What follows belongs to an exercise in optimizing a design on an open flow for a short achievable clock period and few clock cycles per item; a production flow would make more cautious choices. In this exercise RTL edits were held to simulation tests only and were not proved equivalent to the original.

## job 6584
==> module wrg_pool, before the edit <==
module wrg_pool (
  input  logic            clk,
  input  logic            rst,
  input  logic            seed_we,
  input  wrg_pkg::word_t  seed_wdata,
  input  logic            draw,        
  output logic            busy,        
  output wrg_pkg::word_t  word         
);
  localparam int N = wrg_pkg::POOL_DEPTH;
  wrg_pkg::word_t sd_in, sd, s11_s, s11_c, s13_s, s13_c;
  logic           ld1, ld2, ld3;
  assign sd_in = rst ? wrg_pkg::SEED_RESET : seed_wdata;
  assign busy  = ld1 || ld2;
  always_ff @(posedge clk) begin
    ld1   <= rst || seed_we;
    ld2   <= ld1;
    ld3   <= ld2;
    sd    <= sd_in;
    s11_s <= sd_in ^ (sd_in << 1) ^ (sd_in << 3);
    s11_c <= ((sd_in & (sd_in << 1)) | (sd_in & (sd_in << 3)) |
              ((sd_in << 1) & (sd_in << 3))) << 1;
    s13_s <= sd_in ^ (sd_in << 2) ^ (sd_in << 3);
    s13_c <= ((sd_in & (sd_in << 2)) | (sd_in & (sd_in << 3)) |
              ((sd_in << 2) & (sd_in << 3))) << 1;
  end
  wrg_pkg::word_t op_a [1:N-1];
  wrg_pkg::word_t op_b [1:N-1];
  logic           op_c [1:N-1];
  always_comb begin
    for (int k = 1; k < N; k++) begin
      op_b[k] = '0;
      op_c[k] = 1'b0;
    end
    op_a[1]  = sd;
    op_a[2]  = sd << 1;
    op_a[3]  = sd;        op_b[3]  = sd << 1;
    op_a[4]  = sd << 2;
    op_a[5]  = sd;        op_b[5]  = sd << 2;
    op_a[6]  = sd << 1;   op_b[6]  = sd << 2;
    op_a[7]  = sd << 3;   op_b[7]  = ~sd;          op_c[7]  = 1'b1;
    op_a[8]  = sd << 3;
    op_a[9]  = sd;        op_b[9]  = sd << 3;
    op_a[10] = sd << 1;   op_b[10] = sd << 3;
    op_a[11] = s11_s;     op_b[11] = s11_c;
    op_a[12] = sd << 2;   op_b[12] = sd << 3;
    op_a[13] = s13_s;     op_b[13] = s13_c;
    op_a[14] = sd << 4;   op_b[14] = ~(sd << 1);   op_c[14] = 1'b1;
    op_a[15] = sd << 4;   op_b[15] = ~sd;          op_c[15] = 1'b1;
  end
  wrg_pkg::word_t sr [1:N-1];
  wrg_pkg::carry_t cy [1:N-1];    
  wrg_pkg::carry_t ci [1:N-1];    
  wrg_pkg::word_t cur;
  function automatic logic [2*wrg_pkg::WORD_W-1:0] pool_terms(wrg_pkg::word_t far,
                                                               wrg_pkg::word_t mid,
                                                               wrg_pkg::word_t prev);
    wrg_pkg::word_t f, c, r, q;
    f = far ^ (far << 15);
    c = mid ^ (mid >> 11);
    r = f ^ c;
    q = prev ^ (prev << 2) ^ c ^ (c << 28) ^ ((r << 5) & wrg_pkg::TEMPER_MASK) ^ (f << 18);
    pool_terms = {q, r};
  endfunction
  wrg_pkg::word_t q, r, a, a_new, w;
  assign a     = cur;
  assign a_new = a ^ (a << 16) ^ r;
  assign w     = q ^ ((a << 5) & wrg_pkg::TEMPER_MASK) ^ ((a << 21) & wrg_pkg::TEMPER_MASK) ^
                 (a << 18);
  assign word  = w;
  always_ff @(posedge clk) begin
    if (draw) begin
      {q, r} <= pool_terms(sr[12], sr[8], sr[14]);
    end else begin
      {q, r} <= pool_terms(sr[13], sr[9], sr[15]);
    end
  end
  logic [wrg_pkg::WORD_W+wrg_pkg::CHUNKS-2:0] split [1:N-1];
  always_comb begin
    for (int k = 1; k < N; k++) split[k] = wrg_pkg::add_split(op_a[k], op_b[k], op_c[k]);
  end
  always_ff @(posedge clk) begin
    for (int k = 1; k < N; k++) begin
      cy[k] <= split[k][wrg_pkg::WORD_W +: wrg_pkg::CHUNKS-1];
      ci[k] <= wrg_pkg::carry_ahead(sr[k], cy[k]);
    end
  end
  always_ff @(posedge clk) begin
    if (ld1) begin
      cur <= '0;
      for (int k = 1; k < N; k++) sr[k] <= split[k][wrg_pkg::WORD_W-1:0];
    end else if (ld2) begin
    end else if (ld3) begin
      for (int k = 1; k < N; k++) sr[k] <= wrg_pkg::carry_in(sr[k], ci[k]);
    end else if (draw) begin
      cur   <= w;
      sr[1] <= a_new;
      for (int k = 2; k < N; k++) sr[k] <= sr[k-1];
    end
  end
endmodule
==> module wrg_core, before the edit <==
module wrg_core (
  input  logic              clk,
  input  logic              rst,
  input  logic              clear,       
  input  logic              busy,        
  input  logic              req_valid,
  input  logic              req_draw,
  output logic              in_ready,
  output logic              draw,        
  input  wrg_pkg::word_t    word,        
  output logic              out_valid,
  input  logic              out_ready,
  output wrg_pkg::word_t    out_word
);
  localparam int DEPTH = 3;
  wrg_pkg::word_t   e [0:DEPTH-1];
  logic [DEPTH-1:0] v;
  logic             ready_q;
  logic             draw_q;
  logic             pop, acc;
  logic [DEPTH-1:0] v_push, v_next;
  logic [DEPTH:0]   occ;        
  assign pop = v[0] && out_ready;
  assign acc = req_valid && ready_q && req_draw && !clear && !rst;
  assign v_push = draw_q ? {v[DEPTH-2:0], 1'b1} : v;
  assign v_next = pop ? {1'b0, v_push[DEPTH-1:1]} : v_push;
  assign occ    = {v_push, 1'b1};
  always_ff @(posedge clk) begin
    if (rst || clear) begin
      v       <= '0;
      draw_q  <= 1'b0;
      ready_q <= 1'b0;
    end else begin
      v       <= v_next;
      draw_q  <= acc;
      case ({acc, pop})
        2'b10:   ready_q <= !busy && !occ[DEPTH-1];
        2'b01:   ready_q <= !busy;
        default: ready_q <= !busy && !occ[DEPTH];
      endcase
    end
  end
  for (genvar i = 0; i < DEPTH; i++) begin : g_e
    wrg_pkg::word_t nxt;
    if (i < DEPTH - 1) begin : g_mid
      assign nxt = v[i+1] ? e[i+1] : word;
    end else begin : g_last
      assign nxt = word;
    end
    if (i == 0) begin : g_head
      logic                load;
      wrg_pkg::word_t      e0_n, d0;
      assign load = pop || !v[i];
      assign d0   = load ? nxt : ~e0_n;
      always_ff @(posedge clk) begin
        e[i] <= d0;
        e0_n <= ~d0;
      end
    end else begin : g_tail
      always_ff @(posedge clk) begin
        if (pop || !v[i]) e[i] <= nxt;
      end
    end
  end
  assign in_ready  = ready_q;
  assign draw      = draw_q;
  assign out_valid = v[0];
  assign out_word  = e[0];
endmodule
Settings: LEC_CHECK=0, CAP_MARGIN=20, CORE_MARGIN=2, CORE_UTILIZATION=55, SETUP_SLACK_MARGIN=3.3, SLEW_MARGIN=20, TNS_END_PERCENT=100; clock period 5.2 ns.
run.sh (not shown) runs the stock make flow with config.mk's settings and CLKGATE_MAP_FILE= SYNTH_SCRIPT=/design/flow/synth_recipe.tcl, a recipe that flattens the netlist after the stock synthesis.
Testbench counts of job 6584, summed over its fixed seeds: cycles 16,576, items 16,384.
The following lists how job 8434 was set up differently from job 6584:
--- a/flow/design.v
+++ b/flow/design.v
@@ -122,10 +122,9 @@
     op_a[14] = sd << 4;   op_b[14] = ~(sd << 1);   op_c[14] = 1'b1;
     op_a[15] = sd << 4;   op_b[15] = ~sd;          op_c[15] = 1'b1;
   end
   wrg_pkg::word_t sr [1:N-1];
-  wrg_pkg::carry_t cy [1:N-1];    
-  wrg_pkg::carry_t ci [1:N-1];    
+  wrg_pkg::carry_t cy [1:N-1];
   wrg_pkg::word_t cur;
   function automatic logic [2*wrg_pkg::WORD_W-1:0] pool_terms(wrg_pkg::word_t far,
                                                                wrg_pkg::word_t mid,
                                                                wrg_pkg::word_t prev);
@@ -148,25 +147,16 @@
     end else begin
       {q, r} <= pool_terms(sr[13], sr[9], sr[15]);
     end
   end
-  logic [wrg_pkg::WORD_W+wrg_pkg::CHUNKS-2:0] split [1:N-1];
-  always_comb begin
-    for (int k = 1; k < N; k++) split[k] = wrg_pkg::add_split(op_a[k], op_b[k], op_c[k]);
-  end
-  always_ff @(posedge clk) begin
-    for (int k = 1; k < N; k++) begin
-      cy[k] <= split[k][wrg_pkg::WORD_W +: wrg_pkg::CHUNKS-1];
-      ci[k] <= wrg_pkg::carry_ahead(sr[k], cy[k]);
-    end
-  end
   always_ff @(posedge clk) begin
     if (ld1) begin
       cur <= '0;
-      for (int k = 1; k < N; k++) sr[k] <= split[k][wrg_pkg::WORD_W-1:0];
+      for (int k = 1; k < N; k++) {cy[k], sr[k]} <= wrg_pkg::add_split(op_a[k], op_b[k], op_c[k]);
     end else if (ld2) begin
+      for (int k = 1; k < N; k++) cy[k] <= wrg_pkg::carry_ahead(sr[k], cy[k]);
     end else if (ld3) begin
-      for (int k = 1; k < N; k++) sr[k] <= wrg_pkg::carry_in(sr[k], ci[k]);
+      for (int k = 1; k < N; k++) sr[k] <= wrg_pkg::carry_in(sr[k], cy[k]);
     end else if (draw) begin
       cur   <= w;
       sr[1] <= a_new;
       for (int k = 2; k < N; k++) sr[k] <= sr[k-1];
@@ -222,21 +212,10 @@
       assign nxt = v[i+1] ? e[i+1] : word;
     end else begin : g_last
       assign nxt = word;
     end
-    if (i == 0) begin : g_head
-      logic                load;
-      wrg_pkg::word_t      e0_n, d0;
-      assign load = pop || !v[i];
-      assign d0   = load ? nxt : ~e0_n;
-      always_ff @(posedge clk) begin
-        e[i] <= d0;
-        e0_n <= ~d0;
-      end
-    end else begin : g_tail
-      always_ff @(posedge clk) begin
-        if (pop || !v[i]) e[i] <= nxt;
-      end
+    always_ff @(posedge clk) begin
+      if (pop || !v[i]) e[i] <= nxt;
     end
   end
   assign in_ready  = ready_q;
   assign draw      = draw_q;
[summary]
Job 8434 ran to completion and came out clean on the timing, DRC and antenna checks.
From job 6584 to job 8434 the numbers moved as follows: clock network latency to the later pin of the worst-skew pair shows no meaningful change; total of plain and repair buffers excluding clock buffers shows an increase of about 24%.
Sort job 6584 and job 8434 by synthesized net count desc -> top: job 6584
Job 8434 reports its last element of the critical path as m_axis_tdata[8] while job 6584 reports m_axis_tvalid.
Job 8434 contains more vias than job 6584.
Looking at non-clock buffer contribution to total cell area, job 8434 sits above job 6584.
Higher portion of the clock cycle consumed by the worst path in the final layout among job 6584 and job 8434: job 8434
Against job 6584, relative slew slack in job 8434 came out better.
Job 8434 has less setup slack than job 6584.
When the final numbers for job 6584 and job 8434 were put side by side, the sequential share of cell area turned out to be smaller in job 8434.
Testbench counts of job 8434, summed over its fixed seeds: cycles 16,576, items 16,384.

==> re-timing with driven ports <==
How much do the figures lean on ideal ports? The routed layouts below were timed once more, with nothing changed but the port constraints. Step 1 sets driving cells, clkbuf_16 on the clock port and buf_2 on the other inputs (assumed; they add their load-dependent delay and slew). Step 2 adds t to the input delays and takes it off the output delays; t is the mean of the earliest and latest rising clock arrival at the registers after step 1. Input paths then give back, and output paths get back, about the clock's delay inside the block. a / b / c = ideal / step 1 / step 2; a / b = the first two.
run | t (ns) | setup WS [ns] | hold WS [ns] | clock arrival spread, ns | worst slew at a driven data input, ns
job 6584 | 0.775 | 3.016 / 2.941 / 2.579 | 0.351 / 0.351 / 0.351 | 0.025 / 0.026 | 0.09
job 8434 | 0.756 | 2.965 / 2.893 / 2.588 | 0.481 / 0.481 / 0.481 | 0.030 / 0.029 | 0.07
After both steps every run listed still meets setup and hold. For job 6584, which loses most, drivers alone change the setup slack by -0.075 ns; drivers and shift together by -0.437 ns.
